What follows belongs to an exercise in optimizing a design on an open flow for small area, a short achievable clock period and few clock cycles per item; a production flow would make more cautious choices.
The RTL was checked by simulation tests, not by an equivalence proof against the original design.
Power and IR drop assume default switching activity.

==> flow/design.v <==
package cpuPkg;
	localparam int dataWidth = 16;
	localparam int regCount = 8;
	localparam int regIdxWidth = $clog2(regCount);
	typedef logic [dataWidth-1:0] wordT;
	typedef logic [regIdxWidth-1:0] regIdxT;
	localparam logic [4:0] opNop   = 5'd0;
	localparam logic [4:0] opAddu  = 5'd1;
	localparam logic [4:0] opSubu  = 5'd2;
	localparam logic [4:0] opAnd   = 5'd3;
	localparam logic [4:0] opOr    = 5'd4;
	localparam logic [4:0] opSlt   = 5'd5;
	localparam logic [4:0] opAddiu = 5'd6;
	localparam logic [4:0] opLi    = 5'd7;
	localparam logic [4:0] opLw    = 5'd8;
	localparam logic [4:0] opSw    = 5'd9;
	localparam logic [4:0] opBeqz  = 5'd10;
	localparam logic [4:0] opBnez  = 5'd11;
	localparam logic [4:0] opB     = 5'd12;
	localparam logic [4:0] opJr    = 5'd13;
endpackage
package pipePkg;
	typedef struct packed {
		logic sum;
		logic andOp;
		logic orOp;
		logic slt;
	} resSelT;
	typedef struct packed {
		logic   sub;         
		resSelT resSel;
		logic   regWrite;
		logic   memRead;
		logic   memWrite;
		logic   branch;      
		logic   branchNonZero;
		logic   pred;        
		logic   jumpReg;     
		logic   fwdA;        
		logic   fwdB;
		logic   isLi;
		logic   loadB;       
	} exCtrlT;
endpackage
module pipeReg #(
	parameter int width = 1
) (
	input  logic             CLK,
	input  logic             RST,
	input  logic [width-1:0] d,
	output logic [width-1:0] q
);
	always_ff @(posedge CLK or negedge RST)
	begin
		if (!RST)
			q <= '0;
		else
			q <= d;
	end
endmodule
module instrDecoder (
	input  cpuPkg::wordT    instr,
	output logic            useRx,
	output logic            useRy,      
	output logic            isLoad,
	output logic            isStore,
	output logic            isLi,
	output logic            regWrite,
	output logic            isB,
	output logic            isCond,
	output logic            isJr,
	output logic            sub,
	output pipePkg::resSelT resSel,
	output cpuPkg::regIdxT  dest,
	output logic [8:0]      imm         
);
	logic [4:0] op;
	logic       isReg;
	logic       isAddiu;
	assign op = instr[15:11];
	assign isReg = op >= cpuPkg::opAddu && op <= cpuPkg::opSlt;
	assign isAddiu = op == cpuPkg::opAddiu;
	assign isLi = op == cpuPkg::opLi;
	assign isLoad = op == cpuPkg::opLw;
	assign isStore = op == cpuPkg::opSw;
	assign isB = op == cpuPkg::opB;
	assign isCond = op == cpuPkg::opBeqz || op == cpuPkg::opBnez;
	assign isJr = op == cpuPkg::opJr;
	assign useRx = isReg || isAddiu || isLoad || isStore || isCond || isJr;
	assign useRy = isReg;
	assign regWrite = isReg || isAddiu || isLi || isLoad;
	assign sub = op == cpuPkg::opSubu || op == cpuPkg::opSlt;
	assign resSel.sum = op == cpuPkg::opAddu || op == cpuPkg::opSubu || isAddiu || isLi ||
		isLoad || isStore;
	assign resSel.andOp = op == cpuPkg::opAnd;
	assign resSel.orOp = op == cpuPkg::opOr;
	assign resSel.slt = op == cpuPkg::opSlt;
	assign dest = isReg ? instr[4:2] : (isLoad ? instr[7:5] : instr[10:8]);
	always_comb
	begin
		if (isLoad || isStore)
			imm = {instr[4], {3{instr[4]}}, instr[4:0]};
		else if (isAddiu || isLi)
			imm = {instr[7] && !isLi, instr[7:0]};
		else
			imm = '0;
	end
endmodule
module regFile (
	input  logic           CLK,
	input  logic           RST,
	input  logic [7:0]     selA,       
	input  logic [7:0]     selB,
	output cpuPkg::wordT   valA,
	output cpuPkg::wordT   valB,
	output logic           zeroA,      
	input  logic           we,
	input  cpuPkg::regIdxT wAddr,
	input  cpuPkg::wordT   wData
);
	cpuPkg::wordT regs [cpuPkg::regCount];
	logic [7:0]   zero;
	always_ff @(posedge CLK)
	begin
		for (int i = 0; i < cpuPkg::regCount; i++)
			if (!RST || (we && wAddr == cpuPkg::regIdxT'(i)))
			begin
				regs[i] <= RST ? wData : '0;
				zero[i] <= !RST || wData == '0;
			end
	end
	always_comb
	begin
		valA = '0;
		valB = '0;
		zeroA = 1'b0;
		for (int i = 0; i < cpuPkg::regCount; i++)
		begin
			valA |= regs[i] & {cpuPkg::dataWidth{selA[i]}};
			valB |= regs[i] & {cpuPkg::dataWidth{selB[i]}};
			zeroA |= zero[i] && selA[i];
		end
	end
endmodule
module hazardUnit (
	input  cpuPkg::regIdxT rx,
	input  cpuPkg::regIdxT ry,
	input  logic           useRx,
	input  logic           useRy,
	input  logic           storeRy,    
	input  logic           exValid,
	input  logic           exRegWrite,
	input  logic           exLoad,
	input  cpuPkg::regIdxT exDest,
	output logic           fwdA,
	output logic           fwdB,
	output logic           loadB,
	output logic           stall
);
	logic hitA;
	logic hitB;
	assign hitA = exValid && exRegWrite && exDest == rx && useRx;
	assign hitB = exValid && exRegWrite && exDest == ry && (useRy || storeRy);
	assign fwdA = hitA && !exLoad;
	assign fwdB = hitB && !exLoad;
	assign loadB = hitB && exLoad;
	assign stall = exLoad && (hitA || (useRy && hitB));
endmodule
module executeStage (
	input  pipePkg::exCtrlT ctrl,
	input  cpuPkg::wordT    opA,
	input  cpuPkg::wordT    opB,       
	output cpuPkg::wordT    aluResult
);
	cpuPkg::wordT addB;
	cpuPkg::wordT sum;
	logic         less;
	assign addB = opB ^ {16{ctrl.sub}};
	logic [15:0] gen [5];
	logic [15:0] prop [5];
	always_comb
	begin
		gen[0] = opA & addB;
		prop[0] = opA ^ addB;
		gen[0][0] = (opA[0] & addB[0]) | (prop[0][0] & ctrl.sub);
		for (int l = 0; l < 4; l++)
			for (int i = 0; i < 16; i++)
				if (i >= (1 << l))
				begin
					gen[l+1][i] = gen[l][i] | (prop[l][i] & gen[l][i - (1 << l)]);
					prop[l+1][i] = prop[l][i] & prop[l][i - (1 << l)];
				end
				else
				begin
					gen[l+1][i] = gen[l][i];
					prop[l+1][i] = prop[l][i];
				end
		sum = prop[0] ^ {gen[4][14:0], ctrl.sub};
	end
	assign less = (opA[15] ^ opB[15]) ? opA[15] : sum[15];
	assign aluResult = ({16{ctrl.resSel.sum}} & sum) |
		({16{ctrl.resSel.andOp}} & (opA & opB)) |
		({16{ctrl.resSel.orOp}} & (opA | opB)) |
		({16{ctrl.resSel.slt}} & {15'd0, less});
endmodule
module pipelineCpu (
	input  logic           CLK,
	input  logic           RST,
	output cpuPkg::wordT   imemAddr,
	input  cpuPkg::wordT   imemData,
	output cpuPkg::wordT   dmemAddr,
	output cpuPkg::wordT   dmemWData,
	output logic           dmemRead,
	output logic           dmemWrite,
	input  cpuPkg::wordT   dmemRData,
	output logic           wbValid,
	output cpuPkg::regIdxT wbReg,
	output cpuPkg::wordT   wbData
);
	cpuPkg::wordT    pc;
	cpuPkg::wordT    nextPc;
	cpuPkg::wordT    seqPc;
	cpuPkg::wordT    brTarget;
	cpuPkg::regIdxT  fRx;
	cpuPkg::regIdxT  fRy;
	logic            fUseRx;
	logic            fUseRy;
	logic            fLoad;
	logic            fStore;
	logic            fLi;
	logic            fRegWrite;
	logic            fB;
	logic            fCond;
	logic            fJr;
	logic            fSub;
	pipePkg::resSelT fResSel;
	cpuPkg::regIdxT  fDest;
	logic [8:0]      fImm;
	logic            fFwdA;
	logic            fFwdB;
	logic            fStall;
	logic            fJrFused;
	logic            fBranch;
	logic            fPred;
	pipePkg::exCtrlT fCtrl;
	logic            exValid;
	pipePkg::exCtrlT ex;
	logic [7:0]      exSelA;
	logic [7:0]      exSelB;
	cpuPkg::regIdxT  exDest;
	logic [8:0]      exImm;
	cpuPkg::wordT    exAlt;
	cpuPkg::wordT    valA;
	cpuPkg::wordT    valB;
	cpuPkg::wordT    regB;
	logic            zeroA;
	logic            zeroOpA;
	cpuPkg::wordT    opA;
	cpuPkg::wordT    opB;
	cpuPkg::wordT    aluResult;
	logic            condTaken;
	logic            redirect;
	cpuPkg::wordT    redirectPc;
	logic [2:0]      memFlags;
	logic            memRegWrite;
	logic            memRead;
	logic            memWrite;
	cpuPkg::regIdxT  memDest;
	cpuPkg::wordT    memStore;
	logic            fLoadB;
	cpuPkg::wordT    memAlu;
	cpuPkg::wordT    memResult;
	cpuPkg::regIdxT  wbDest;
	cpuPkg::wordT    wbResult;
	assign imemAddr = pc;
	assign fRx = imemData[10:8];
	assign fRy = imemData[7:5];
	instrDecoder decoder (.instr(imemData), .useRx(fUseRx), .useRy(fUseRy), .isLoad(fLoad),
		.isStore(fStore), .isLi(fLi), .regWrite(fRegWrite), .isB(fB), .isCond(fCond),
		.isJr(fJr), .sub(fSub), .resSel(fResSel), .dest(fDest),
		.imm(fImm));
	hazardUnit hazard (.rx(fRx), .ry(fRy), .useRx(fUseRx), .useRy(fUseRy), .storeRy(fStore),
		.exValid(exValid), .exRegWrite(ex.regWrite), .exLoad(ex.memRead), .exDest(exDest),
		.fwdA(fFwdA), .fwdB(fFwdB), .loadB(fLoadB), .stall(fStall));
	assign fJrFused = fJr && exValid && ex.isLi && exDest == fRx;
	assign fBranch = fCond && imemData[7:0] != 8'd0;
	assign fPred = fB || (fCond && imemData[7]) || fJrFused;
	assign seqPc = pc + 16'd1;
	assign brTarget = seqPc + (fB ? {{5{imemData[10]}}, imemData[10:0]} :
		{{8{imemData[7]}}, imemData[7:0]});
	always_comb
	begin
		if (redirect)
			nextPc = redirectPc;
		else if (fStall)
			nextPc = pc;
		else if (fJrFused)
			nextPc = {8'd0, exImm[7:0]};
		else if (fPred)
			nextPc = brTarget;
		else
			nextPc = seqPc;
	end
	always_ff @(posedge CLK or negedge RST)
	begin
		if (!RST)
			pc <= '0;
		else
			pc <= nextPc;
	end
	always_comb
	begin
		fCtrl.sub = fSub;
		fCtrl.resSel = fResSel;
		fCtrl.regWrite = fRegWrite;
		fCtrl.memRead = fLoad;
		fCtrl.memWrite = fStore;
		fCtrl.branch = fBranch;
		fCtrl.branchNonZero = imemData[11];
		fCtrl.pred = fPred;
		fCtrl.jumpReg = fJr && !fJrFused;
		fCtrl.fwdA = fFwdA;
		fCtrl.fwdB = fFwdB;
		fCtrl.isLi = fLi;
		fCtrl.loadB = fLoadB;
	end
	pipeReg #(.width(1)) exValidReg (.CLK(CLK), .RST(RST), .d(!redirect && !fStall),
		.q(exValid));
	always_ff @(posedge CLK)
	begin
		ex <= fCtrl;
		exSelA <= fFwdA || !fUseRx ? 8'd0 : 8'd1 << fRx;
		exSelB <= fFwdB || !(fUseRy || fStore) ? 8'd0 : 8'd1 << fRy;
		exDest <= fDest;
		exImm <= fImm;
		exAlt <= fPred ? seqPc : brTarget;
	end
	regFile regs (.CLK(CLK), .RST(RST), .selA(exSelA), .selB(exSelB), .valA(valA),
		.valB(valB), .zeroA(zeroA), .we(memRegWrite), .wAddr(memDest), .wData(memResult));
	assign opA = valA | (memAlu & {16{ex.fwdA}});
	assign regB = valB | (memAlu & {16{ex.fwdB}});
	assign opB = (regB & {16{!ex.memWrite}}) | {{7{exImm[8]}}, exImm};
	executeStage execute (.ctrl(ex), .opA(opA), .opB(opB), .aluResult(aluResult));
	assign zeroOpA = ex.fwdA ? memAlu == '0 : zeroA;
	assign condTaken = zeroOpA ^ ex.branchNonZero;
	assign redirect = exValid && (ex.jumpReg || (ex.branch && condTaken != ex.pred));
	assign redirectPc = ex.jumpReg ? opA : exAlt;
	pipeReg #(.width(3)) memFlagReg (.CLK(CLK), .RST(RST),
		.d({exValid && ex.regWrite, exValid && ex.memRead, exValid && ex.memWrite}),
		.q(memFlags));
	assign {memRegWrite, memRead, memWrite} = memFlags;
	always_ff @(posedge CLK)
	begin
		memDest <= exDest;
		memAlu <= aluResult;
		memStore <= ex.loadB ? dmemRData : regB;
	end
	assign dmemAddr = memAlu;
	assign dmemWData = memStore;
	assign dmemRead = memRead;
	assign dmemWrite = memWrite;
	assign memResult = memRead ? dmemRData : memAlu;
	pipeReg #(.width(1)) wbFlagReg (.CLK(CLK), .RST(RST), .d(memRegWrite), .q(wbValid));
	always_ff @(posedge CLK)
	begin
		wbDest <= memDest;
		wbResult <= memResult;
	end
	assign wbReg = wbDest;
	assign wbData = wbResult;
endmodule
==> flow/flow/run.sh <==
#!/bin/bash
# standard layout, with port buffers of a small plain buffer cell
export BUFFER_PORTS_ARGS="-buffer_cell sky130_fd_sc_hd__buf_1"
export CTS_ARGS="-sink_clustering_enable -repair_clock_nets -buf_list sky130_fd_sc_hd__clkbuf_8 -sink_clustering_size 16 -sink_clustering_max_diameter 100 -dont_use_dummy_load"
bash standard.sh > standard.log 2>&1
==> flow/standard.sh <==
#!/bin/bash
# synth_recipe.tcl (not shown) runs the flow's synth.tcl, then flattens the netlist and writes it again
# the make line also repeats each setting of config.mk as NAME=value (left out here)
make -C /OpenROAD-flow-scripts/flow DESIGN_CONFIG=/design/flow/config.mk WORK_HOME=/design/flow/orfs CLKGATE_MAP_FILE= SYNTH_SCRIPT=/design/flow/synth_recipe.tcl "${@:-finish}"
==> flow/config.mk <==
export PLATFORM = sky130hd
export DESIGN_NAME = pipelineCpu
export DESIGN_NICKNAME = pipelineCpu
export VERILOG_FILES = /design/flow/design.v
export SDC_FILE = /design/flow/constraint.sdc
export NUM_CORES = 4
export LEC_CHECK = 0
export ABC_AREA = 1
export CAP_MARGIN = 20
export CORE_MARGIN = 2
export CORE_UTILIZATION = 40
export CTS_BUF_LIST = sky130_fd_sc_hd__clkbuf_8
export CTS_CLUSTER_SIZE = 30
export SETUP_SLACK_MARGIN = 3.25
export SLEW_MARGIN = 20
==> flow/constraint.sdc <==
create_clock -name core_clock -period 6.2 [get_ports {CLK}]
set_input_delay 1.2400 -clock core_clock [delete_from_list [all_inputs] [get_ports {CLK}]]
set_output_delay 1.2400 -clock core_clock [all_outputs]
set_load 0.01 [all_outputs]
==> flow_metrics.env, run 1 <==
export IMPL_path_class="flip-flop to flip-flop"
export IMPL_reg2reg_setup_slack_ns=3.13
export IMPL_rr_startpoint="exSelB[2]$_SDFF_PP0_"
export IMPL_drt_wirelength_per_cell_um=20.9
export IMPL_drc=0
export IMPL_syn_area_mm2=0.0136
export IMPL_tightest_slew_ns=1.20
export IMPL_dpl_cell_area_mm2=0.0146
export IMPL_cts_clk_slew_worst_paths_ns=0.11
export IMPL_syn_to_final_growth_pct=19.0
export IMPL_initial_core_util=0.406
export IMPL_synth_seq_cells=271
export IMPL_fin_crit_sh=0.495
export IMPL_hold_path_end="wbDest[2]$_DFF_P_"
export IMPL_row_count=67
export IMPL_wl_um=46200
export IMPL_crit_start="exSelB[2]$_SDFF_PP0_"
export IMPL_max_clock_path_buffers=3
export IMPL_die_h_um=189
export IMPL_hold_path_class="flip-flop to flip-flop"
export IMPL_maxCapViolations=0
export IMPL_fin_crit_ns=3.07
export IMPL_root_buffer="clkbuf_8"
export IMPL_arrival_ns=3.53
export IMPL_relSlewSlack=0.189
export IMPL_start_kind="flip-flop"
export IMPL_status="no timing/DRC/antenna violations"
export IMPL_ys_warnings_count=9
export IMPL_synth_net_count=1685
export IMPL_leakage_nw=6.86
export IMPL_synth_seq_area_share=0.506
export IMPL_grt_util_all_layers=0.250
export IMPL_wl_met1_um=20000
export IMPL_synthFlopType="edfxtp_1"
export IMPL_timing_fmax_mhz=326
export IMPL_maxSlewViolCount=0
export IMPL_crit_path_end_kind="flip-flop"
export IMPL_grt_max_degree=34
export IMPL_utilization=0.483
export IMPL_yosysUniqueCellTypes=60
export IMPL_nets=1836
export IMPL_antenna_found_initial=0
export IMPL_cp_data_required_time_ns=6.66
export IMPL_cp_max_fo=8
export IMPL_die_w_um=189
export IMPL_fin_skew_ns=0.0217
export IMPL_clock_sinks=271
export IMPL_via_per_inst=5.51
export IMPL_drive_gt1_frac=0.186
export IMPL_hpwl_um=33000
export IMPL_wl_met3_um=3830
export IMPL_core_area_mm2=0.0335
export IMPL_route_met2_wl_um=20700
export IMPL_grt_pass1_wl_um=67900
export IMPL_htreeDepth=1
export IMPL_hold_start="memDest[2]$_DFF_P_"
export IMPL_die_area_mm2=0.0355
export IMPL_grt_ovfl_total=0
export IMPL_routed_top_layer="met4"
export IMPL_rsz0062_at_grt="true"
export IMPL_syn_inst=1617
export IMPL_drtAntennaViolNets=0
export IMPL_total_power_w=0.00510
export IMPL_ir_worst_vdd_mv=0.156
export IMPL_globalplace_congestion=0.900
export IMPL_dr_pass1_iters=6
export IMPL_vias=12200
export IMPL_clk_latency_ns=0.55
export IMPL_cts_hold_buf=0
export IMPL_finalHoldViolations=0
export IMPL_syn_area_per_cell_um2=8.42
export IMPL_portBuffers=103
export IMPL_grt_pass1_vias=11500
export IMPL_regToRegEndpoint="memAlu[12]$_DFF_P_"
export IMPL_setup_tns_ns=0
export IMPL_num_antenna_cells=0
export IMPL_r2r_cells=25
export IMPL_final_setup_viol_count=0
export IMPL_power_density_mw_per_mm2=315
export IMPL_drt_iter0_markers=1164
export IMPL_async_reset_ff_frac=0.0775
export IMPL_hold_depth=0
export IMPL_fin_area_mm2=0.0162
export IMPL_cts_made_buffers=20
export IMPL_synth_edf_count=136
export IMPL_io_pins=104
export IMPL_cts_tree="done"
==> final cells by class <==
class | instances | area, µm²
fillers | 3173 | 17300
flip-flops and latches | 271 | 6930
multi-input cells | 1113 | 6660
repair buffers | 187 | 1090
inverters | 175 | 694
well taps | 448 | 561
clock buffers | 20 | 275
==> cells by family (layout without fill, tap and decap cells) <==
| group | after synthesis | count (layout) | synth area share |
|---|---|---|---|
| AND/OR/NAND/NOR | 745 | 745 | 0.236 |
| buffers and inverters | 233 | 382 | 0.0693 |
| XOR/XNOR | 38 | 38 | 0.0244 |
| adder cells (fa/ha/maj) | 34 | 34 | 0.0323 |
| AO/OA/AOI/OAI | 296 | 296 | 0.132 |
| flip-flops | 271 | 271 | 0.506 |
==> where the power goes <==
group	total (W)	internal, W	switching (W)	leakage (nW)
combinational	0.00196	0.000761	0.00120	4.13
clock	0.000848	0.000291	0.000557	0.144
sequential	0.00229	0.00211	0.000179	2.59
==> flip-flops by register name, summed over array words and instances, names as in the netlist, 8 cells and up <==
signal / flops
ex: 16
exAlt: 16
exImm: 9
exSelA: 8
exSelB: 8
memAlu: 16
memStore: 16
pc: 16
regs.regs: 128
regs.zero: 8
wbResult: 16
==> critical path: stages, from the launching register on <==
cell and delay (ns):
dfxtp_4 0.39, buf_12 0.15, buf_4 0.13, nand2_1 0.05
nand2_1 0.05, nor2_1 0.12, nand3_2 0.14, nand2_1 0.13
nand3_1 0.11, nand2_2 0.18, inv_1 0.08, fa_2 0.36
inv_2 0.08, nand3_2 0.07, nand2_2 0.09, nand2_2 0.07
a31oi_4 0.16, nand2_2 0.07, nand2_2 0.07, nand3_2 0.06
nand2_2 0.08, nand3_2 0.09, nand2_1 0.07, nand2_1 0.06
nand3_2 0.06, nand2_1 0.05
==> worst max-delay path by stage <==
stage | endpoint | depth (start not counted) | slack [ns]
after floorplan | pc[9]$_DFFE_PN0P_ | 21 | 3.10
after global placement | pc[15]$_DFFE_PN0P_ | 16 | 2.44
after detailed placement | pc[12]$_DFFE_PN0P_ | 19 | 2.39
after CTS | memAlu[12]$_DFF_P_ | 24 | 3.16
after global routing | memAlu[12]$_DFF_P_ | 24 | 2.96
final | memAlu[12]$_DFF_P_ | 25 | 3.13
==> cell usage after synthesis (all sizes together), types with 20 or more instances <==
cell type / count / area [µm²]
ha: 32 / 400
dfrtp: 21 / 526
nand3: 84 / 460
nand4: 44 / 275
nor2: 90 / 355
nor3: 28 / 150
buf: 20 / 125
nand2: 478 / 1840
dfxtp: 114 / 2280
inv: 170 / 643
a221oi: 24 / 216
edfxtp: 136 / 4080
xor2: 31 / 272
clkbuf: 38 / 153
o21ai: 129 / 646
a21oi: 74 / 393
==> cells in the final DEF (no fill, tap or decap), drive strengths merged, types with 3 or more instances in the layout <==
cell,synthesis,routed
nor2,90,90
nand3,84,84
a211oi,3,3
a221oi,24,24
o2111ai,6,6
buf,20,182
o22ai,10,10
edfxtp,136,136
inv,170,169
nor3,28,28
o211ai,14,14
ha,32,32
o21ai,129,129
a21boi,5,5
or2,14,14
clkbuf,38,25
o21bai,4,4
xnor2,7,7
a22o,10,10
nand4,44,44
nand2,478,478
a31oi,3,3
o221ai,3,3
o21a,3,3
clkinv,5,5
dfxtp,114,114
a21o,3,3
dfrtp,21,21
nor4,3,3
xor2,31,31
nand3b,3,3
a21oi,74,74
==> what timing repair did <==
action                                  in CTS  in global routing
cloned                                       0                  1
pin swaps                                   28                 64
setup buffers                               30                 39
endpoints found under the hold margin        0                  0
gates resized for setup                     91                116
endpoints found under the setup margin      28                 34
==> layer usage <==
layer | vias to the layer above | GRT usage
met5 | - | 0
met2 | 554 | 0.393
met1 | 5809 | 0.348
met3 | 98 | 0.0402
met4 | 0 | 0.0934
li1 | 5746 | -
==> per-stage QoR <==
| stage | setup WS [ns] | hold slack (ns) | std cells |
|---|---|---|---|
| 2_1_floorplan | 3.10 | 0.351 | 1617 |
| 3_3_place_gp | 2.44 | 0.373 | 2124 |
| 3_5_place_dp | 2.39 | 0.366 | 2124 |
| 4_1_cts | 3.16 | 0.385 | 2174 |
| 5_1_grt | 2.96 | 0.400 | 2214 |
| 6_report | 3.13 | 0.380 | 2214 |
Testbench counts, summed over its fixed seeds: cycles 10,648, instrs 10,210.
==> inputs of run 2 (changes only) <==
--- a/flow/config.mk
+++ b/flow/config.mk
@@ -13,3 +13,3 @@
 export CTS_CLUSTER_SIZE = 30
-export SETUP_SLACK_MARGIN = 3.25
+export SETUP_SLACK_MARGIN = 2.75
 export SLEW_MARGIN = 20
==> run 2 against run 1 <==
  * Synthesized cell count unchanged
  * Sequential share of layout area up 3.0 points
  * Critical path depth down 1
  * Power down 7.5%
  * Sequential cell count unchanged
  * Utilization down 3.3 points
  * Via count down 1.2%
  * Hold slack better by 0.0086 ns
  * Highest routed layer unchanged
  * Cell count down 2.4%
  * First-iteration DRC count up 16%
  * Final area down 6.7%
==> flow_metrics.env, run 2 <==
export IMPL_fin_area_mm2=0.0151
export IMPL_fillers=3369
export IMPL_place_inst=2124
export IMPL_largest_reg_flops=128
export IMPL_root_buffer="clkbuf_8"
export IMPL_hold_depth=0
export IMPL_initial_core_util=0.406
export IMPL_syn_inst=1617
export IMPL_cts_tree="done"
export IMPL_max_stage_delay_ns=0.40
export IMPL_wl_um=44800
export IMPL_clock_sinks=271
export IMPL_maxSlewViolCount=0
export IMPL_grt_pass1_wl_um=67300
export IMPL_leakage_nw=6.38
export IMPL_ir_worst_vdd_mv=0.173
export IMPL_syn_to_final_growth_pct=11.0
export IMPL_power_density_mw_per_mm2=312
export IMPL_r2r_cells=24
export IMPL_rsz0062_at_grt="true"
export IMPL_hold_path_class="flip-flop to flip-flop"
export IMPL_relSlewSlack=0.221
export IMPL_syn_area_mm2=0.0136
export IMPL_syn_area_per_cell_um2=8.42
export IMPL_grt_pass1_vias=11300
export IMPL_hpwl_um=32500
export IMPL_num_antenna_cells=0
export IMPL_switching_share=0.376
export IMPL_largest_register="regs.regs"
export IMPL_synth_seq_cells=271
export IMPL_status="no timing/DRC/antenna violations"
export IMPL_die_area_mm2=0.0355
export IMPL_cpMostUsedCell="nand2_1"
export IMPL_finalHoldViolations=0
export IMPL_htreeDepth=1
export IMPL_start_kind="flip-flop"
export IMPL_row_count=67
export IMPL_cp_data_required_time_ns=6.64
export IMPL_timing_fmax_mhz=301
export IMPL_drc=0
export IMPL_utilization=0.451
export IMPL_setup_tns_ns=0
export IMPL_drtAntennaViolNets=0
export IMPL_use_met3=0.0358
export IMPL_synthFlopType="edfxtp_1"
export IMPL_vias=12100
export IMPL_cts_made_buffers=21
export IMPL_yosysTopAreaCell="edfxtp_1"
export IMPL_grt_max_degree=34
export IMPL_max_clock_path_buffers=3
export IMPL_top_usage_layer="met2"
export IMPL_yosys_cell_count_top_type="nand2_1"
export IMPL_fin_crit_ns=3.33
export IMPL_grt_util_all_layers=0.248
export IMPL_layout_commonest_cell="nand2_1"
export IMPL_yosysUniqueCellTypes=60
export IMPL_crit_chain="ha_2, nand2_1, nor2_2, nand2_1, nor2_2, nand2_1, o21bai_1, o21ai_0, inv_1, ha_2, nand2_1, nand2_1, o21bai_2, nand3b_1, nand2_1, inv_1, nor2_2, nand2_1, o21ai_1, nor2_1, nand2_1, nand2_1, nand2_1, o21ai_1"
export IMPL_grt_ovfl_total=0
export IMPL_yosys_top_cells_area="edfxtp_1, dfxtp_1, nand2_1"
export IMPL_nets=1783
export IMPL_synth_seq_area_share=0.506
export IMPL_final_setup_viol_count=0
export IMPL_die_h_um=189
export IMPL_critPathSlowestCell="dfrtp_2"
export IMPL_fin_skew_ns=0.0795
export IMPL_via_per_inst=5.58
export IMPL_portBuffers=103
export IMPL_clk_latency_ns=0.55
export IMPL_cts_hold_buf=0
export IMPL_ys_warnings_count=9
export IMPL_globalplace_congestion=0.924
export IMPL_drt_iter0_markers=1351
export IMPL_p_seq_frac=0.484
export IMPL_tightest_slew_ns=1.16
export IMPL_async_reset_ff_frac=0.0775
export IMPL_path_class="flip-flop to flip-flop"
export IMPL_drive_gt1_frac=0.100
export IMPL_synthTopCellsByCount="nand2_1, inv_1, edfxtp_1"
export IMPL_cts_clk_slew_worst_paths_ns=0.11
export IMPL_io_pins=104
export IMPL_power_frac_clock=0.184
export IMPL_p_int_w=0.00294
export IMPL_cpLargestDelayFamily="simple AND/OR/NAND/NOR gates"
export IMPL_dr_pass1_iters=5
export IMPL_maxCapViolations=0
export IMPL_dpl_cell_area_mm2=0.0145
export IMPL_fin_crit_sh=0.537
export IMPL_power_switching_w=0.00177
export IMPL_stdcell_count=2161
export IMPL_crit_path_end_kind="flip-flop"
export IMPL_antenna_found_initial=0
export IMPL_core_area_mm2=0.0335
export IMPL_drt_wirelength_per_cell_um=20.7
export IMPL_crit_buf_inv=2
export IMPL_arrival_ns=3.77
export IMPL_cp_max_fo=5
export IMPL_grt_met2_usage=0.381
export IMPL_pwr_share_comb=0.332
export IMPL_synth_edf_count=136
export IMPL_die_w_um=189
export IMPL_grt_use_met1=0.360
export IMPL_synth_net_count=1685
export IMPL_synth_top_cell_area_share=0.300
export IMPL_crit_cells=24
export IMPL_final_cell_mix="nand2_1, inv_1, edfxtp_1, dfxtp_1, o21ai_0"
==> run 2: cell counts after synthesis <==
Identical to the previous run, type by type.
==> run 2: cell families after synthesis <==
group,synth area share
simple gates,0.236
compound gates,0.132
xor+xnor,0.0244
buf+inv,0.0693
fa+ha+maj,0.0323
flops,0.506
==> run 2: power groups by stage <==
stage               registers [W]  clock network [W]  logic (W)
CTS                       0.00228           0.000877    0.00145
global route              0.00230           0.000942    0.00174
floorplan                 0.00229                  0   0.000971
finish                    0.00228           0.000869    0.00157
detailed placement        0.00232                  0    0.00144
global placement          0.00232                  0    0.00143
==> run 2: path summary, 6_finish.rpt <==
check / start / endpoint / slack [ns]
worst max-delay path: pc[1]$_DFFE_PN0P_ / pc[9]$_DFFE_PN0P_ / 2.87
worst min-delay path: memDest[2]$_DFF_P_ / wbDest[2]$_DFF_P_ / 0.39
worst max register to register: pc[1]$_DFFE_PN0P_ / pc[9]$_DFFE_PN0P_ / 2.87
worst min register to register: memDest[2]$_DFF_P_ / wbDest[2]$_DFF_P_ / 0.39
max in group asynchronous: RST / pc[2]$_DFFE_PN0P_ / 5.03
min in group asynchronous: RST / pc[5]$_DFFE_PN0P_ / 0.75
==> run 2: final cells by class <==
| type | instances | area [µm²] | area share |
|---|---|---|---|
| clock buffer | 21 | 289 | 0.0191 |
| inverter | 175 | 674 | 0.0446 |
| multi-input combinational | 1113 | 6040 | 0.400 |
| sequential | 271 | 6920 | 0.458 |
| tap | 448 | 561 | 0.0371 |
| timing repair buffer | 133 | 629 | 0.0416 |
==> run 2: repair_timing <==
item,CTS,global route
setup buffers,3,12
endpoints found under the setup margin,10,23
resized for setup,17,61
pin swaps,3,17
==> run 2: through the flow <==
| stage | hold WS (ns) | power, W | setup WS (ns) |
|---|---|---|---|
| 6_report | 0.388 | 0.00472 | 2.87 |
| 5_1_grt | 0.399 | 0.00498 | 2.61 |
| 4_1_cts | 0.391 | 0.00461 | 2.75 |
| 3_5_place_dp | 0.373 | 0.00376 | 2.17 |
| 3_3_place_gp | 0.390 | 0.00375 | 2.24 |
| 2_1_floorplan | 0.351 | 0.00326 | 2.79 |
==> run 2: per-layer routing <==
layer,share of wire,vias up
li1,-,5620
met1,0.43,5717
met2,0.44,634
met3,0.094,84
met4,0.034,0
met5,0,-
==> inputs of run 3 (changes only) <==
--- a/flow/config.mk
+++ b/flow/config.mk
@@ -13,3 +13,3 @@
 export CTS_CLUSTER_SIZE = 30
-export SETUP_SLACK_MARGIN = 2.75
+export SETUP_SLACK_MARGIN = 3.5
 export SLEW_MARGIN = 20
==> run 3 against run 2 <==
  * Still clean
  * Final area is 15% higher
  * Die area stayed put
  * Non-clock buffer count is 125 higher
  * Area after synthesis stayed put
  * Maximum frequency is 5.9% higher
  * Clock-buffer cell count stayed put
  * Sequential cell count stayed put
  * Critical endpoint is now memAlu[1]$_DFF_P_
  * Highest routed layer unchanged
==> flow_metrics.env, run 3 <==
export IMPL_crit_path_end_kind="flip-flop"
export IMPL_synth_net_count=1685
export IMPL_finalHoldViolations=0
export IMPL_place_inst=2123
export IMPL_dr_pass1_iters=5
export IMPL_vias=12500
export IMPL_synth_top_cell_area_share=0.300
export IMPL_core_area_mm2=0.0335
export IMPL_multiInputGateArea_mm2=0.00713
export IMPL_die_area_mm2=0.0355
export IMPL_maxCapViolations=0
export IMPL_status="no timing/DRC/antenna violations"
export IMPL_ir_worst_vdd_mv=0.184
export IMPL_pre_cts_slack_ns=2.45
export IMPL_arrival_ns=3.59
export IMPL_io_pins=104
export IMPL_drc=0
export IMPL_relSlewSlack=0.278
export IMPL_syn_area_mm2=0.0136
export IMPL_max_clock_path_buffers=3
export IMPL_fin_skew_ns=0.0526
export IMPL_leakage_nw=7.32
export IMPL_worst_slack_ns=3.06
export IMPL_ff_latch_area_mm2=0.00694
export IMPL_antenna_found_initial=0
export IMPL_synth_seq_cells=271
export IMPL_yosysTopAreaCell="edfxtp_1"
export IMPL_stdcell_count=2287
export IMPL_portBuffers=103
export IMPL_yosys_top_cells_area="edfxtp_1, dfxtp_1, nand2_1"
export IMPL_cts_clk_slew_worst_paths_ns=0.11
export IMPL_path_class="flip-flop to flip-flop"
export IMPL_hpwl_um=33200
export IMPL_num_antenna_cells=0
export IMPL_grt_pass1_vias=12100
export IMPL_row_count=67
export IMPL_grt_ovfl_total=0
export IMPL_final_setup_viol_count=0
export IMPL_clk_latency_ns=0.57
export IMPL_root_buffer="clkbuf_8"
export IMPL_nets=1909
export IMPL_maxSlewViolCount=0
export IMPL_drt_iter0_markers=1084
export IMPL_largest_register="regs.regs"
export IMPL_drt_wirelength_per_cell_um=21.0
export IMPL_globalplace_congestion=0.941
export IMPL_via_per_inst=5.49
export IMPL_syn_area_per_cell_um2=8.42
export IMPL_wl_um=48100
export IMPL_fin_crit_sh=0.507
export IMPL_power_density_mw_per_mm2=317
export IMPL_largest_reg_flops=128
export IMPL_cts_tree="done"
export IMPL_grt_pass1_wl_um=71000
export IMPL_ys_warnings_count=9
export IMPL_grt_max_degree=34
export IMPL_rsz0062_at_grt="true"
export IMPL_start_kind="flip-flop"
export IMPL_synth_seq_area_share=0.506
export IMPL_yosysUniqueCellTypes=60
export IMPL_drive_gt1_frac=0.268
export IMPL_yosys_cell_count_top_type="nand2_1"
export IMPL_die_h_um=189
export IMPL_clock_sinks=271
export IMPL_dpl_cell_area_mm2=0.0146
export IMPL_fin_crit_ns=3.14
export IMPL_cp_max_fo=2
export IMPL_setup_tns_ns=0
export IMPL_cts_made_buffers=21
export IMPL_syn_to_final_growth_pct=27.2
export IMPL_total_power_w=0.00548
export IMPL_final_cell_mix="nand2_1, inv_1, edfxtp_1, buf_4, dfxtp_1"
export IMPL_fillers=3113
export IMPL_hold_path_class="flip-flop to flip-flop"
export IMPL_synthFlopType="edfxtp_1"
export IMPL_grt_util_all_layers=0.261
export IMPL_cp_data_required_time_ns=6.64
export IMPL_die_w_um=189
export IMPL_synthTopCellsByCount="nand2_1, inv_1, edfxtp_1"
export IMPL_initial_core_util=0.406
export IMPL_async_reset_ff_frac=0.0775
export IMPL_syn_inst=1617
export IMPL_fin_area_mm2=0.0173
export IMPL_drtAntennaViolNets=0
export IMPL_synth_edf_count=136
export IMPL_layout_commonest_cell="nand2_1"
export IMPL_timing_fmax_mhz=318
export IMPL_tightest_slew_ns=1.08
export IMPL_htreeDepth=1
-- run 3: cell counts after synthesis --
Identical to the previous run, type by type.
-- run 3: critical path: stages (launching register included) --
cell      delay [ns]
edfxtp_1        0.40
a22o_1          0.25
a21oi_2         0.10
nand4_1         0.22
nand2_1         0.15
nand2_2         0.09
buf_4           0.15
buf_4           0.12
buf_4           0.12
buf_4           0.12
buf_4           0.12
buf_4           0.12
buf_4           0.12
buf_4           0.12
buf_4           0.12
buf_4           0.12
buf_4           0.12
buf_4           0.12
buf_4           0.13
a21oi_4         0.12
o22ai_2         0.08
-- run 3: final timing paths --
kind	from	endpoint	slack [ns]	cells after the start
max in group asynchronous	RST	memFlagReg.q[1]$_DFF_PN0_	5.04	2
worst min-delay path	memDest[2]$_DFF_P_	wbDest[2]$_DFF_P_	0.37	0
worst max register to register	regs.regs[6][1]$_DFFE_PP_	memAlu[1]$_DFF_P_	3.06	20
worst max-delay path	regs.regs[6][1]$_DFFE_PP_	memAlu[1]$_DFF_P_	3.06	20
worst min register to register	memDest[2]$_DFF_P_	wbDest[2]$_DFF_P_	0.37	0
min in group asynchronous	RST	pc[12]$_DFFE_PN0P_	0.73	2
-- run 3: logic make-up after synthesis --
family                     after synthesis  share of synthesized area
DFF                                    271                      0.506
buffers and inverters                  233                     0.0693
AOI/OAI and AO/OA                      296                      0.132
xor gates and xnor gates                38                     0.0244
and+or+nand+nor                        745                      0.236
adders and majority gates               34                     0.0323
-- run 3: repair_timing --
item	in CTS	in global routing
pin swaps	86	72
setup endpoints to repair	53	49
hold buffers	0	0
gates resized for setup	211	139
setup buffers	106	36
cloned	0	1
-- run 3: final cells by class --
class | instances | area share
tap | 448 | 0.0324
timing repair buffer | 258 | 0.0984
sequential | 271 | 0.400
multi-input combinational | 1114 | 0.412
inverter | 175 | 0.0406
clock buffer | 21 | 0.0167
-- run 3: report_power, final --
part	internal, W	switching [W]	total, W
Sequential	0.00211	0.000178	0.00229
Clock	0.000305	0.000568	0.000873
Combinational	0.000948	0.00138	0.00233
-- run 3: routing by layer --
metal,track usage,wire (µm)
met5,0,0
met4,0.0934,1690
met1,0.354,20300
met2,0.418,22100
met3,0.0492,3980
-- run 3: per-stage QoR --
step	util	hold slack (ns)
final	0.517	0.375
after floorplan	-	0.351
after global placement	0.435	0.367
after CTS	0.491	0.376
after global routing	0.517	0.388
after detailed placement	0.436	0.358
==> inputs of run 4 (changes only) <==
--- a/flow/config.mk
+++ b/flow/config.mk
@@ -13,3 +13,4 @@
 export CTS_CLUSTER_SIZE = 30
-export SETUP_SLACK_MARGIN = 3.5
+export SETUP_SLACK_MARGIN = 3.0
 export SLEW_MARGIN = 20
+export TNS_END_PERCENT = 0
==> run 4 against run 3 <==
  * Hold slack improved by 0.0080 ns
  * Final area fell by 11%
  * Combinational power fell by 29%
  * Register-to-register slack barely moved
  * Die area did not move
  * Clock-buffer cell count did not move
  * Largest cell class is now flip-flops and latches
  * Largest power group is now sequential cells
  * Highest routed layer unchanged
==> flow_metrics.env, run 4 <==
export IMPL_status="no timing/DRC/antenna violations"
export IMPL_async_reset_ff_frac=0.0775
export IMPL_max_stage_delay_ns=0.34
export IMPL_stdcell_count=2169
export IMPL_cts_clk_slew_worst_paths_ns=0.10
export IMPL_yosys_top_cells_area="edfxtp_1, dfxtp_1, nand2_1"
export IMPL_ys_warnings_count=9
export IMPL_io_pins=104
export IMPL_start_kind="flip-flop"
export IMPL_syn_to_final_growth_pct=12.8
export IMPL_arrival_ns=3.59
export IMPL_switching_share=0.380
export IMPL_p_seq_frac=0.476
export IMPL_layout_commonest_cell="nand2_1"
export IMPL_critPathSlowestCell="dfxtp_2"
export IMPL_drive_gt1_frac=0.125
export IMPL_drt_wirelength_per_cell_um=20.8
export IMPL_power_frac_clock=0.181
export IMPL_drc=0
export IMPL_syn_area_per_cell_um2=8.42
export IMPL_num_antenna_cells=0
export IMPL_synth_net_count=1685
export IMPL_hold_ws_ns=0.383
export IMPL_pwr_share_comb=0.343
export IMPL_total_power_w=0.00481
export IMPL_rsz0062_at_grt="true"
export IMPL_largest_reg_flops=128
export IMPL_cts_tree="done"
export IMPL_nets=1791
export IMPL_power_density_mw_per_mm2=313
export IMPL_hpwl_um=33200
export IMPL_hold_path_class="flip-flop to flip-flop"
export IMPL_r2r_cells=21
export IMPL_crit_path_end_kind="flip-flop"
export IMPL_clk_latency_ns=0.57
export IMPL_hold_path_end="wbDest[2]$_DFF_P_"
export IMPL_grt_pass1_vias=11100
export IMPL_maxSlewViolCount=0
export IMPL_initial_core_util=0.406
export IMPL_max_clock_path_buffers=3
export IMPL_synthFlopType="edfxtp_1"
export IMPL_final_setup_viol_count=0
export IMPL_timing_fmax_mhz=318
export IMPL_grt_pass1_wl_um=67000
export IMPL_crit_chain="buf_8, clkinvlp_4, o21ai_1, a221oi_1, nand4_1, nand2_1, nand2_2, xor2_2, buf_4, buf_4, ha_1, a21oi_1, nand2_1, nand2_1, nand2_1, nand2_1, nand2_1, nand2_2, nand3_1, nand2_1, nand2_1"
export IMPL_wl_um=45200
export IMPL_drtAntennaViolNets=0
export IMPL_hold_start="memDest[2]$_DFF_P_"
export IMPL_via_per_inst=5.54
export IMPL_rr_startpoint="exSelB[0]$_SDFF_PP0_"
export IMPL_clock_sinks=271
export IMPL_grt_max_degree=34
export IMPL_synth_seq_cells=271
export IMPL_final_cell_mix="nand2_1, inv_1, edfxtp_1, dfxtp_1"
export IMPL_cpMostUsedCell="nand2_1"
export IMPL_cp_data_required_time_ns=6.65
export IMPL_yosysTopAreaCell="edfxtp_1"
export IMPL_core_area_mm2=0.0335
export IMPL_fin_crit_sh=0.507
export IMPL_relSlewSlack=0.223
export IMPL_path_class="flip-flop to flip-flop"
export IMPL_grt_util_all_layers=0.247
export IMPL_portBuffers=103
export IMPL_synth_seq_area_share=0.506
export IMPL_grt_ovfl_total=0
export IMPL_setup_tns_ns=0
export IMPL_finalHoldViolations=0
export IMPL_ir_worst_vdd_mv=0.261
export IMPL_cts_hold_buf=0
export IMPL_cts_made_buffers=21
export IMPL_synth_edf_count=136
export IMPL_reg2reg_setup_slack_ns=3.05
export IMPL_tightest_slew_ns=1.15
export IMPL_synthTopCellsByCount="nand2_1, inv_1, edfxtp_1"
export IMPL_largest_register="regs.regs"
export IMPL_row_count=67
export IMPL_drt_iter0_markers=1154
export IMPL_die_w_um=189
export IMPL_power_switching_w=0.00183
export IMPL_p_int_w=0.00298
export IMPL_dr_pass1_iters=6
export IMPL_syn_area_mm2=0.0136
export IMPL_yosys_cell_count_top_type="nand2_1"
export IMPL_cp_max_fo=6
export IMPL_maxCapViolations=0
export IMPL_yosysUniqueCellTypes=60
export IMPL_place_inst=2124
export IMPL_fin_skew_ns=0.0841
export IMPL_leakage_nw=6.45
export IMPL_die_h_um=189
export IMPL_fin_crit_ns=3.15
export IMPL_root_buffer="clkbuf_8"
export IMPL_synth_top_cell_area_share=0.300
export IMPL_hold_depth=0
export IMPL_antenna_found_initial=0
export IMPL_utilization=0.458
export IMPL_regToRegEndpoint="memAlu[0]$_DFF_P_"
export IMPL_syn_inst=1617
export IMPL_globalplace_congestion=0.966
export IMPL_die_area_mm2=0.0355
export IMPL_htreeDepth=1
export IMPL_vias=12000
-- run 4: cell counts after synthesis --
Identical to the previous run, type by type.
-- run 4: power by group through the flow --
stage                     clock network [W]  logic [W]  registers, W
after floorplan                           0   0.000978       0.00229
after global placement                    0    0.00145       0.00232
after detailed placement                  0    0.00146       0.00232
final                              0.000872    0.00165       0.00229
after global routing               0.000938    0.00182       0.00231
after CTS                          0.000886    0.00149       0.00227
-- run 4: repair_timing --
action	CTS	global route
pin swaps	8	34
hold endpoints to repair	0	0
setup buffers	10	13
endpoints found under the setup margin	20	27
resized for setup	23	98
gates cloned	0	1
-- run 4: per-stage QoR --
stage                     area (µm²)  setup WS (ns)
after floorplan                13600           2.99
after global placement         14400           2.44
after detailed placement       14500           2.42
after CTS                      14900           2.93
after global routing           15400           2.86
final                          15400           3.05
-- run 4: worst max path at each step --
| stage | cells after the start | startpoint | end | slack [ns] |
|---|---|---|---|---|
| floorplan | 18 | imemData[13] | pc[14]$_DFFE_PN0P_ | 2.99 |
| global placement | 14 | imemData[7] | pc[15]$_DFFE_PN0P_ | 2.44 |
| detailed placement | 17 | imemData[11] | pc[13]$_DFFE_PN0P_ | 2.42 |
| CTS | 24 | exSelB[0]$_SDFF_PP0_ | memAlu[12]$_DFF_P_ | 2.93 |
| global route | 22 | exSelB[0]$_SDFF_PP0_ | memAlu[12]$_DFF_P_ | 2.86 |
| finish | 21 | exSelB[0]$_SDFF_PP0_ | memAlu[0]$_DFF_P_ | 3.05 |
-- run 4: cells by family (layout without fill, tap and decap cells) --
| family | Yosys count | after routing | share of synthesized area |
|---|---|---|---|
| DFF | 271 | 271 | 0.506 |
| AOI/OAI and AO/OA | 296 | 296 | 0.132 |
| buffers and inverters | 233 | 337 | 0.0693 |
| xor gates and xnor gates | 38 | 38 | 0.0244 |
| adders and majority gates | 34 | 34 | 0.0323 |
| and+or+nand+nor | 745 | 745 | 0.236 |
-- run 4: critical path: cells and delay by family, from the launching register on --
family | cells | cell delay (ns)
buf+inv | 4 | 0.57
simple gates | 12 | 1.22
flops | 1 | 0.34
fa+ha+maj | 1 | 0.18
compound gates | 3 | 0.56
xor+xnor | 1 | 0.17
-- run 4: layer usage --
layer  global-route usage  vias to the layer above  share of wire
met2                0.396                      605           0.45
met1                0.348                     5695           0.43
met4               0.0703                        0          0.032
li1                     -                     5651              -
met5                    0                        -              0
met3               0.0378                       72          0.090
-- run 4: final cells by class --
cell class,instances,area [µm²]
clock buffers,21,289
fillers,3328,18200
inverters,175,671
multi-input cells,1113,6240
flip-flops and latches,271,6920
well taps,448,561
repair buffers,141,683
==> inputs of run 5 (changes only) <==
--- a/flow/config.mk
+++ b/flow/config.mk
@@ -15,2 +15,2 @@
 export SLEW_MARGIN = 20
-export TNS_END_PERCENT = 0
+export TNS_END_PERCENT = 25
==> run 5 against run 4 <==
  * Sequential cell count unchanged
  * Via count up 0.80%
  * Area after synthesis unchanged
  * Combinational power up 5%
  * Hold slack worse by 0.0027 ns
  * Global-route usage about the same
  * Cell count up 0.65%
  * Clock power about the same
  * Clock-buffer cell count unchanged
  * Largest cell class unchanged
==> flow_metrics.env, run 5 <==
export IMPL_grt_util_all_layers=0.247
export IMPL_cp_data_required_time_ns=6.65
export IMPL_synth_seq_area_share=0.506
export IMPL_portBuffers=103
export IMPL_yosys_top_cells_area="edfxtp_1, dfxtp_1, nand2_1"
export IMPL_syn_area_mm2=0.0136
export IMPL_synth_top_cell_area_share=0.300
export IMPL_power_frac_clock=0.178
export IMPL_ir_worst_vdd_mv=0.265
export IMPL_die_area_mm2=0.0355
export IMPL_rsz0062_at_grt="true"
export IMPL_worst_slack_ns=3.05
export IMPL_power_switching_w=0.00187
export IMPL_arrival_ns=3.60
export IMPL_top_usage_layer="met2"
export IMPL_drive_gt1_frac=0.138
export IMPL_largest_register="regs.regs"
export IMPL_row_count=67
export IMPL_synth_seq_cells=271
export IMPL_hold_path_class="flip-flop to flip-flop"
export IMPL_largest_reg_flops=128
export IMPL_fin_crit_sh=0.509
export IMPL_hold_start="memDest[2]$_DFF_P_"
export IMPL_num_antenna_cells=0
export IMPL_drt_wirelength_per_cell_um=20.8
export IMPL_tightest_slew_ns=1.21
export IMPL_die_w_um=189
export IMPL_synthTopCellsByCount="nand2_1, inv_1, edfxtp_1"
export IMPL_syn_inst=1617
export IMPL_fin_area_mm2=0.0155
export IMPL_crit_buf_inv=2
export IMPL_use_met3=0.0378
export IMPL_relSlewSlack=0.187
export IMPL_layout_commonest_cell="nand2_1"
export IMPL_grt_met2_usage=0.396
export IMPL_wl_um=45500
export IMPL_final_cell_mix="nand2_1, inv_1, edfxtp_1, dfxtp_1, buf_1"
export IMPL_finalHoldViolations=0
export IMPL_utilization=0.464
export IMPL_drc=0
export IMPL_grt_pass1_vias=11100
export IMPL_final_setup_viol_count=0
export IMPL_dpl_cell_area_mm2=0.0145
export IMPL_cpLargestDelayFamily="simple AND/OR/NAND/NOR gates"
export IMPL_syn_to_final_growth_pct=14.1
export IMPL_clock_sinks=271
export IMPL_path_class="flip-flop to flip-flop"
export IMPL_die_h_um=189
export IMPL_synth_net_count=1685
export IMPL_cpMostUsedCell="nand2_1"
export IMPL_start_kind="flip-flop"
export IMPL_antenna_found_initial=0
export IMPL_rr_startpoint="exSelB[0]$_SDFF_PP0_"
export IMPL_drtAntennaViolNets=0
export IMPL_htreeDepth=1
export IMPL_crit_start="exSelB[0]$_SDFF_PP0_"
export IMPL_status="no timing/DRC/antenna violations"
export IMPL_power_density_mw_per_mm2=315
export IMPL_yosysTopAreaCell="edfxtp_1"
export IMPL_p_seq_frac=0.467
export IMPL_grt_ovfl_total=0
export IMPL_grt_use_met1=0.348
export IMPL_maxCapViolations=0
export IMPL_pwr_share_comb=0.355
export IMPL_core_area_mm2=0.0335
export IMPL_hpwl_um=33200
export IMPL_crit_path_end_kind="flip-flop"
export IMPL_root_buffer="clkbuf_8"
export IMPL_leakage_nw=6.54
export IMPL_clk_latency_ns=0.57
export IMPL_dr_pass1_iters=6
export IMPL_cts_tree="done"
export IMPL_p_int_w=0.00304
export IMPL_switching_share=0.381
export IMPL_globalplace_congestion=0.966
export IMPL_cts_made_buffers=21
export IMPL_io_pins=104
export IMPL_vias=12100
export IMPL_setup_tns_ns=0
export IMPL_critPathSlowestCell="dfxtp_2"
export IMPL_grt_pass1_wl_um=67100
export IMPL_crit_chain="buf_6, nand2_1, nand2_1, a21oi_1, nand3_1, a221oi_2, nand3_2, nand2_1, nand2_1, xor2_1, ha_1, a21oi_1, o21ai_1, inv_1, nor2_1, a211oi_2, nand2_1, nand2_1, nand3_1, nand2_1, nand2_1"
export IMPL_yosysUniqueCellTypes=60
export IMPL_via_per_inst=5.55
export IMPL_initial_core_util=0.406
export IMPL_pre_cts_slack_ns=2.42
export IMPL_async_reset_ff_frac=0.0775
export IMPL_max_clock_path_buffers=3
export IMPL_cts_clk_slew_worst_paths_ns=0.10
export IMPL_drt_iter0_markers=1104
export IMPL_fin_skew_ns=0.0911
export IMPL_yosys_cell_count_top_type="nand2_1"
export IMPL_synth_edf_count=136
export IMPL_fin_crit_ns=3.15
export IMPL_grt_max_degree=34
export IMPL_synthFlopType="edfxtp_1"
export IMPL_ys_warnings_count=9
export IMPL_cp_max_fo=6
export IMPL_nets=1805
export IMPL_syn_area_per_cell_um2=8.42
export IMPL_maxSlewViolCount=0
export IMPL_timing_fmax_mhz=317
export IMPL_max_stage_delay_ns=0.35
run 5: cell counts after synthesis:
Identical to the previous run, type by type.
run 5: timing repair:
| action | 4_1_cts | 5_1_grt |
|---|---|---|
| buffers inserted | 11 | 26 |
| pin swaps | 8 | 43 |
| gates resized for setup | 24 | 117 |
| hold buffers | 0 | 0 |
| endpoints found under the setup margin | 20 | 27 |
| cloned | 0 | 1 |
run 5: cells by family (layout without fill, tap and decap cells):
logic type               count (synthesis)  count (layout)  synth area share
buffers and inverters                  233             351            0.0693
AO/OA/AOI/OAI                          296             296             0.132
XOR/XNOR                                38              38            0.0244
adder cells (fa/ha/maj)                 34              34            0.0323
AND/OR/NAND/NOR                        745             745             0.236
flip-flops                             271             271             0.506
run 5: metal layers:
layer,vias to the layer above,share of wire
met3,77,0.088
met4,0,0.034
met2,615,0.45
li1,5668,-
met5,-,0
met1,5759,0.43
run 5: power by group through the flow:
stage	registers, W	clock network, W	logic (W)
2_1_floorplan	0.00229	0	0.000978
3_3_place_gp	0.00232	0	0.00145
3_5_place_dp	0.00232	0	0.00146
4_1_cts	0.00227	0.000886	0.00149
5_1_grt	0.00231	0.000938	0.00191
6_report	0.00229	0.000874	0.00174
run 5: area by class of cell:
| class | instances | area, µm² |
|---|---|---|
| fill | 3310 | 18000 |
| sequential | 271 | 6920 |
| multi-input combinational | 1113 | 6300 |
| timing repair buffer | 155 | 801 |
| inverter | 175 | 674 |
| tap | 448 | 561 |
| clock buffer | 21 | 289 |
run 5: worst paths after layout:
path                                           end  slack [ns]  cells after the start
worst max register to register   memAlu[0]$_DFF_P_        3.05                     21
worst min register to register   wbDest[2]$_DFF_P_        0.38                      0
max in group asynchronous        pc[0]$_DFFE_PN0P_        5.07                      2
worst max-delay path             memAlu[0]$_DFF_P_        3.05                     21
min in group asynchronous       pc[13]$_DFFE_PN0P_        0.71                      2
worst min-delay path             wbDest[2]$_DFF_P_        0.38                      0
run 5: through the flow:
step | std cells | hold WS [ns] | total power (W)
floorplan | 1617 | 0.351 | 0.00327
global placement | 2123 | 0.369 | 0.00377
detailed placement | 2124 | 0.375 | 0.00378
CTS | 2156 | 0.390 | 0.00465
global route | 2183 | 0.410 | 0.00516
finish | 2183 | 0.380 | 0.00490
==> inputs of run 6 (changes only) <==
--- a/flow/config.mk
+++ b/flow/config.mk
@@ -13,4 +13,4 @@
 export CTS_CLUSTER_SIZE = 30
+export PLACE_DENSITY = 0.75
 export SETUP_SLACK_MARGIN = 3.0
 export SLEW_MARGIN = 20
-export TNS_END_PERCENT = 25
==> run 6 against run 5 <==
  * Power up 0.57%
  * Routed wire length is 1.7% lower
  * Sequential cell count stayed put
  * Combinational power increased by 2%
  * Die area stayed put
  * Cell count grew 0.69%
  * Register-to-register slack better by 0.07 ns
  * Via count rose by 3.2%
  * Critical path depth decreased by 20
  * Largest power group unchanged
==> flow_metrics.env, run 6 <==
export IMPL_die_area_mm2=0.0355
export IMPL_ff_latch_area_mm2=0.00693
export IMPL_hold_ws_ns=0.402
export IMPL_utilization=0.472
export IMPL_grt_ovfl_total=0
export IMPL_ys_warnings_count=9
export IMPL_async_reset_ff_frac=0.0775
export IMPL_synth_edf_count=136
export IMPL_fin_crit_ns=3.10
export IMPL_drive_gt1_frac=0.152
export IMPL_io_pins=104
export IMPL_grt_util_all_layers=0.241
export IMPL_die_w_um=189
export IMPL_drtAntennaViolNets=0
export IMPL_max_clock_path_buffers=3
export IMPL_crit_buf_inv=1
export IMPL_num_antenna_cells=0
export IMPL_globalplace_congestion=0.963
export IMPL_rsz0062_at_grt="true"
export IMPL_root_buffer="clkbuf_8"
export IMPL_yosysUniqueCellTypes=60
export IMPL_row_count=67
export IMPL_synth_top_cell_area_share=0.300
export IMPL_cts_made_buffers=21
export IMPL_cp_data_required_time_ns=4.96
export IMPL_path_class="flip-flop to primary output"
export IMPL_finalHoldViolations=0
export IMPL_grt_pass1_wl_um=66200
export IMPL_drt_wirelength_per_cell_um=20.3
export IMPL_dpl_cell_area_mm2=0.0145
export IMPL_pre_cts_slack_ns=2.33
export IMPL_synth_seq_area_share=0.506
export IMPL_largest_register="regs.regs"
export IMPL_ir_worst_vdd_mv=0.146
export IMPL_timing_fmax_mhz=323
export IMPL_worst_slack_ns=3.10
export IMPL_antenna_found_initial=0
export IMPL_grt_pass1_vias=11600
export IMPL_critPathSlowestCell="dfrtp_1"
export IMPL_cpLargestDelayFamily="flip-flops"
export IMPL_relSlewSlack=0.285
export IMPL_cts_clk_slew_worst_paths_ns=0.10
export IMPL_drc=0
export IMPL_cts_tree="done"
export IMPL_final_setup_viol_count=0
export IMPL_crit_path_end_kind="primary output"
export IMPL_fin_skew_ns=0.0775
export IMPL_syn_area_per_cell_um2=8.42
export IMPL_power_density_mw_per_mm2=312
export IMPL_fin_crit_sh=0.500
export IMPL_grt_max_degree=34
export IMPL_wl_um=44700
export IMPL_layout_commonest_cell="nand2_1"
export IMPL_start_kind="flip-flop"
export IMPL_yosysTopAreaCell="edfxtp_1"
export IMPL_tightest_slew_ns=1.07
export IMPL_setup_tns_ns=0
export IMPL_hpwl_um=31600
export IMPL_dr_pass1_iters=8
export IMPL_syn_to_final_growth_pct=16.1
export IMPL_portBuffers=103
export IMPL_status="no timing/DRC/antenna violations"
export IMPL_nets=1820
export IMPL_drt_iter0_markers=1611
export IMPL_multiInputGateArea_mm2=0.00641
export IMPL_maxCapViolations=0
export IMPL_initial_core_util=0.406
export IMPL_maxSlewViolCount=0
export IMPL_hold_path_class="flip-flop to flip-flop"
export IMPL_syn_inst=1617
export IMPL_via_per_inst=5.69
export IMPL_leakage_nw=6.68
export IMPL_synth_seq_cells=271
export IMPL_syn_area_mm2=0.0136
export IMPL_fillers=3143
export IMPL_max_stage_delay_ns=1.06
export IMPL_htreeDepth=1
export IMPL_die_h_um=189
export IMPL_largest_reg_flops=128
export IMPL_cp_max_fo=33
export IMPL_cts_hold_buf=0
export IMPL_clk_latency_ns=0.57
export IMPL_arrival_ns=1.86
export IMPL_yosys_cell_count_top_type="nand2_1"
export IMPL_vias=12500
export IMPL_synthTopCellsByCount="nand2_1, inv_1, edfxtp_1"
export IMPL_synth_net_count=1685
export IMPL_clock_sinks=271
export IMPL_synthFlopType="edfxtp_1"
export IMPL_yosys_top_cells_area="edfxtp_1, dfxtp_1, nand2_1"
export IMPL_crit_chain="buf_1"
export IMPL_fin_area_mm2=0.0158
export IMPL_core_area_mm2=0.0335
export IMPL_final_cell_mix="nand2_1, inv_1, edfxtp_1, dfxtp_1"
run 6: repair_timing:
item,CTS,global route
buffers inserted,5,45
endpoints found under the setup margin,19,27
pin swaps,5,60
gates resized for setup,33,134
cloned,0,0
run 6: report_power, final:
group	internal, W	total [W]	switching [W]
Combinational	0.000657	0.00178	0.00112
Sequential	0.00211	0.00228	0.000177
Clock	0.000305	0.000871	0.000566
run 6: worst paths after layout:
| path | start | endpoint | slack [ns] | cells past startpoint |
|---|---|---|---|---|
| hold reg to reg | memDest[0]$_DFF_P_ | wbDest[0]$_DFF_P_ | 0.40 | 0 |
| hold / removal | memDest[0]$_DFF_P_ | wbDest[0]$_DFF_P_ | 0.40 | 0 |
| setup / recovery | memFlagReg.q[1]$_DFF_PN0_ | dmemRead | 3.10 | 1 |
| setup reg to reg | pc[1]$_DFFE_PN0P_ | pc[12]$_DFFE_PN0P_ | 3.12 | 23 |
| max in group asynchronous | RST | pc[2]$_DFFE_PN0P_ | 5.09 | 2 |
| min in group asynchronous | RST | pc[7]$_DFFE_PN0P_ | 0.71 | 2 |
run 6: cell families (layout without fill, tap and decap cells):
family | Yosys count | in the layout | synth area share
simple gates | 745 | 745 | 0.236
compound gates | 296 | 296 | 0.132
flops | 271 | 271 | 0.506
buf+inv | 233 | 366 | 0.0693
xor+xnor | 38 | 38 | 0.0244
fa+ha+maj | 34 | 34 | 0.0323
run 6: routing by layer:
layer  global-route usage  wire length [µm]  up-vias
met2                0.364             19100      843
met4               0.0844              1850        0
met1                0.335             17800     5823
met5                    0                 0        -
met3               0.0618              5970      130
li1                     -                 -     5706
run 6: layout make-up:
cell class                 instances  area share
timing repair buffer             170      0.0596
inverter                         175      0.0427
clock buffer                      21      0.0183
multi-input combinational       1113       0.405
tap                              448      0.0354
sequential                       271       0.439
run 6: per-stage QoR:
stage          power [W]  instances
3_3_place_gp     0.00373       2127
3_5_place_dp     0.00375       2127
4_1_cts          0.00460       2153
6_report         0.00493       2198
2_1_floorplan    0.00328       1617
5_1_grt          0.00519       2198
==> inputs of run 7 (changes only) <==
--- a/flow/config.mk
+++ b/flow/config.mk
@@ -13,4 +13,4 @@
 export CTS_CLUSTER_SIZE = 30
-export PLACE_DENSITY = 0.75
-export SETUP_SLACK_MARGIN = 3.0
+export SETUP_SLACK_MARGIN = 3.25
 export SLEW_MARGIN = 20
+export TNS_END_PERCENT = 0
==> run 7 against run 6 <==
  * Still clean
  * Via count is 1.3% lower
  * Synthesized cell count did not move
  * Clock skew decreased by 0.0091 ns
  * Sequential share of layout area fell by 0.52 points
  * Largest cell class unchanged
==> flow_metrics.env, run 7 <==
export IMPL_root_buffer="clkbuf_8"
export IMPL_initial_core_util=0.406
export IMPL_grt_pass1_vias=11600
export IMPL_setup_tns_ns=0
export IMPL_arrival_ns=3.58
export IMPL_max_stage_delay_ns=0.34
export IMPL_maxCapViolations=0
export IMPL_syn_area_mm2=0.0136
export IMPL_synth_seq_cells=271
export IMPL_yosys_cell_count_top_type="nand2_1"
export IMPL_fin_crit_ns=3.16
export IMPL_antenna_found_initial=2
export IMPL_synthFlopType="edfxtp_1"
export IMPL_leakage_nw=6.84
export IMPL_synthTopCellsByCount="nand2_1, inv_1, edfxtp_1"
export IMPL_vias=12300
export IMPL_yosys_top_cells_area="edfxtp_1, dfxtp_1, nand2_1"
export IMPL_power_density_mw_per_mm2=306
export IMPL_dr_pass1_iters=6
export IMPL_io_pins=104
export IMPL_drive_gt1_frac=0.166
export IMPL_r2r_cells=22
export IMPL_largest_register="regs.regs"
export IMPL_grt_max_degree=34
export IMPL_p_seq_frac=0.468
export IMPL_synth_top_cell_area_share=0.300
export IMPL_path_class="flip-flop to flip-flop"
export IMPL_largest_reg_flops=128
export IMPL_fin_skew_ns=0.0685
export IMPL_drtAntennaViolNets=0
export IMPL_layout_commonest_cell="nand2_1"
export IMPL_yosysTopAreaCell="edfxtp_1"
export IMPL_cts_made_buffers=21
export IMPL_htreeDepth=1
export IMPL_hold_start="memDest[2]$_DFF_P_"
export IMPL_final_cell_mix="nand2_1, inv_1, edfxtp_1, dfxtp_1, buf_1"
export IMPL_tightest_slew_ns=1.13
export IMPL_synth_net_count=1685
export IMPL_reg2reg_setup_slack_ns=3.04
export IMPL_finalHoldViolations=0
export IMPL_cts_tree="done"
export IMPL_maxSlewViolCount=0
export IMPL_start_kind="flip-flop"
export IMPL_p_int_w=0.00304
export IMPL_cpMostUsedCell="buf_4"
export IMPL_rr_startpoint="exSelB[6]$_SDFF_PP0_"
export IMPL_timing_fmax_mhz=317
export IMPL_row_count=67
export IMPL_die_area_mm2=0.0355
export IMPL_portBuffers=103
export IMPL_cp_data_required_time_ns=6.62
export IMPL_power_frac_clock=0.179
export IMPL_status="no timing/DRC/antenna violations"
export IMPL_clk_latency_ns=0.57
export IMPL_worst_slack_ns=3.04
export IMPL_crit_path_end_kind="flip-flop"
export IMPL_async_reset_ff_frac=0.0775
export IMPL_pwr_share_comb=0.353
export IMPL_regToRegEndpoint="memStore[1]$_DFF_P_"
export IMPL_drc=0
export IMPL_syn_area_per_cell_um2=8.42
export IMPL_die_h_um=189
export IMPL_cts_clk_slew_worst_paths_ns=0.11
export IMPL_ir_worst_vdd_mv=0.178
export IMPL_via_per_inst=5.55
export IMPL_switching_share=0.378
export IMPL_drt_wirelength_per_cell_um=20.9
export IMPL_fin_crit_sh=0.509
export IMPL_wl_um=46600
export IMPL_final_setup_viol_count=0
export IMPL_grt_util_all_layers=0.254
export IMPL_globalplace_congestion=0.958
export IMPL_rsz0062_at_grt="true"
export IMPL_power_switching_w=0.00185
export IMPL_max_clock_path_buffers=3
export IMPL_drt_iter0_markers=1165
export IMPL_hold_path_end="wbDest[2]$_DFF_P_"
export IMPL_hold_ws_ns=0.385
export IMPL_relSlewSlack=0.237
export IMPL_critPathSlowestCell="dfxtp_2"
export IMPL_die_w_um=189
export IMPL_ys_warnings_count=9
export IMPL_cp_max_fo=4
export IMPL_hpwl_um=32700
export IMPL_grt_pass1_wl_um=68900
export IMPL_grt_ovfl_total=0
export IMPL_syn_to_final_growth_pct=17.4
export IMPL_hold_path_class="flip-flop to flip-flop"
export IMPL_crit_chain="buf_12, a22o_1, a21oi_2, nand4_1, buf_4, buf_4, buf_4, buf_4, buf_4, buf_4, buf_6, buf_6, buf_4, buf_4, buf_4, buf_4, buf_4, buf_6, buf_6, buf_6, nand2_4, o21ai_2"
export IMPL_hold_depth=0
export IMPL_yosysUniqueCellTypes=60
export IMPL_synth_edf_count=136
export IMPL_core_area_mm2=0.0335
export IMPL_pre_cts_slack_ns=2.38
export IMPL_synth_seq_area_share=0.506
export IMPL_syn_inst=1617
export IMPL_nets=1845
export IMPL_clock_sinks=271
[run 7: repair_timing]
item | CTS | global route
endpoints found under the setup margin | 33 | 34
pin swaps | 29 | 48
hold buffers | 0 | 0
resized for setup | 88 | 68
setup buffers | 47 | 29
endpoints found under the hold margin | 0 | 0
[run 7: stage by stage]
step | cells | utilization | area (µm²) | power [W]
global placement | 2126 | 0.434 | 14500 | 0.00378
finish | 2224 | 0.477 | 16000 | 0.00489
global route | 2223 | 0.477 | 16000 | 0.00516
CTS | 2194 | 0.462 | 15500 | 0.00474
detailed placement | 2126 | 0.434 | 14500 | 0.00380
floorplan | 1617 | - | 13700 | 0.00330
[run 7: worst max-delay path by stage]
stage                                     end  slack [ns]                  from  cells after the start
after floorplan             pc[9]$_DFFE_PN0P_        3.10          imemData[13]                     21
after global placement     pc[13]$_DFFE_PN0P_        2.40          imemData[13]                     19
after detailed placement   pc[13]$_DFFE_PN0P_        2.38          imemData[13]                     19
after CTS                  pc[12]$_DFFE_PN0P_        3.19     pc[0]$_DFFE_PN0P_                     20
after global routing        pc[9]$_DFFE_PN0P_        2.95     pc[1]$_DFFE_PN0P_                     24
final                     memStore[1]$_DFF_P_        3.04  exSelB[6]$_SDFF_PP0_                     22
[run 7: logic make-up (layout without fill, tap and decap cells)]
| group | after synthesis | count (layout) | share of synthesized area |
|---|---|---|---|
| AO/OA/AOI/OAI | 296 | 296 | 0.132 |
| XOR/XNOR | 38 | 38 | 0.0244 |
| adder cells (fa/ha/maj) | 34 | 34 | 0.0323 |
| buffers and inverters | 233 | 391 | 0.0693 |
| flip-flops | 271 | 271 | 0.506 |
| other | 0 | 1 | 0 |
| AND/OR/NAND/NOR | 745 | 745 | 0.236 |
[run 7: final cells by class]
cell class / count / area (µm²)
diodes: 1 / 2.50
repair buffers: 195 / 1140
flip-flops and latches: 271 / 6930
inverters: 175 / 688
well taps: 448 / 561
clock buffers: 21 / 289
fillers: 3216 / 17500
multi-input cells: 1113 / 6380
[run 7: power by group through the flow]
stage | clock network (W) | registers, W | logic, W
4_1_cts | 0.000883 | 0.00227 | 0.00158
3_5_place_dp | 0 | 0.00232 | 0.00148
6_report | 0.000874 | 0.00229 | 0.00172
5_1_grt | 0.000946 | 0.00231 | 0.00191
2_1_floorplan | 0 | 0.00229 | 0.00101
3_3_place_gp | 0 | 0.00232 | 0.00147
[run 7: per-layer routing]
metal,global-route usage,vias up,part of all wire
met4,0.0838,2,0.034
met2,0.403,664,0.45
met1,0.354,5803,0.42
met3,0.0412,98,0.096
li1,-,5767,-
met5,0,-,0.00026
[run 7: worst max-delay path, delay by kind of cell, from the launching register on]
kind / cells / cell delay [ns]
buf+inv: 17 / 2.05
compound gates: 3 / 0.38
flops: 1 / 0.34
simple gates: 2 / 0.25

Check on run 7: ideal ports give 3.042 ns setup slack; a clkbuf_16 on the clock port and buf_2 on the inputs give 3.042 ns; moving port delays by the midpoint clock arrival (0.581 ns) as well gives 2.641 ns.
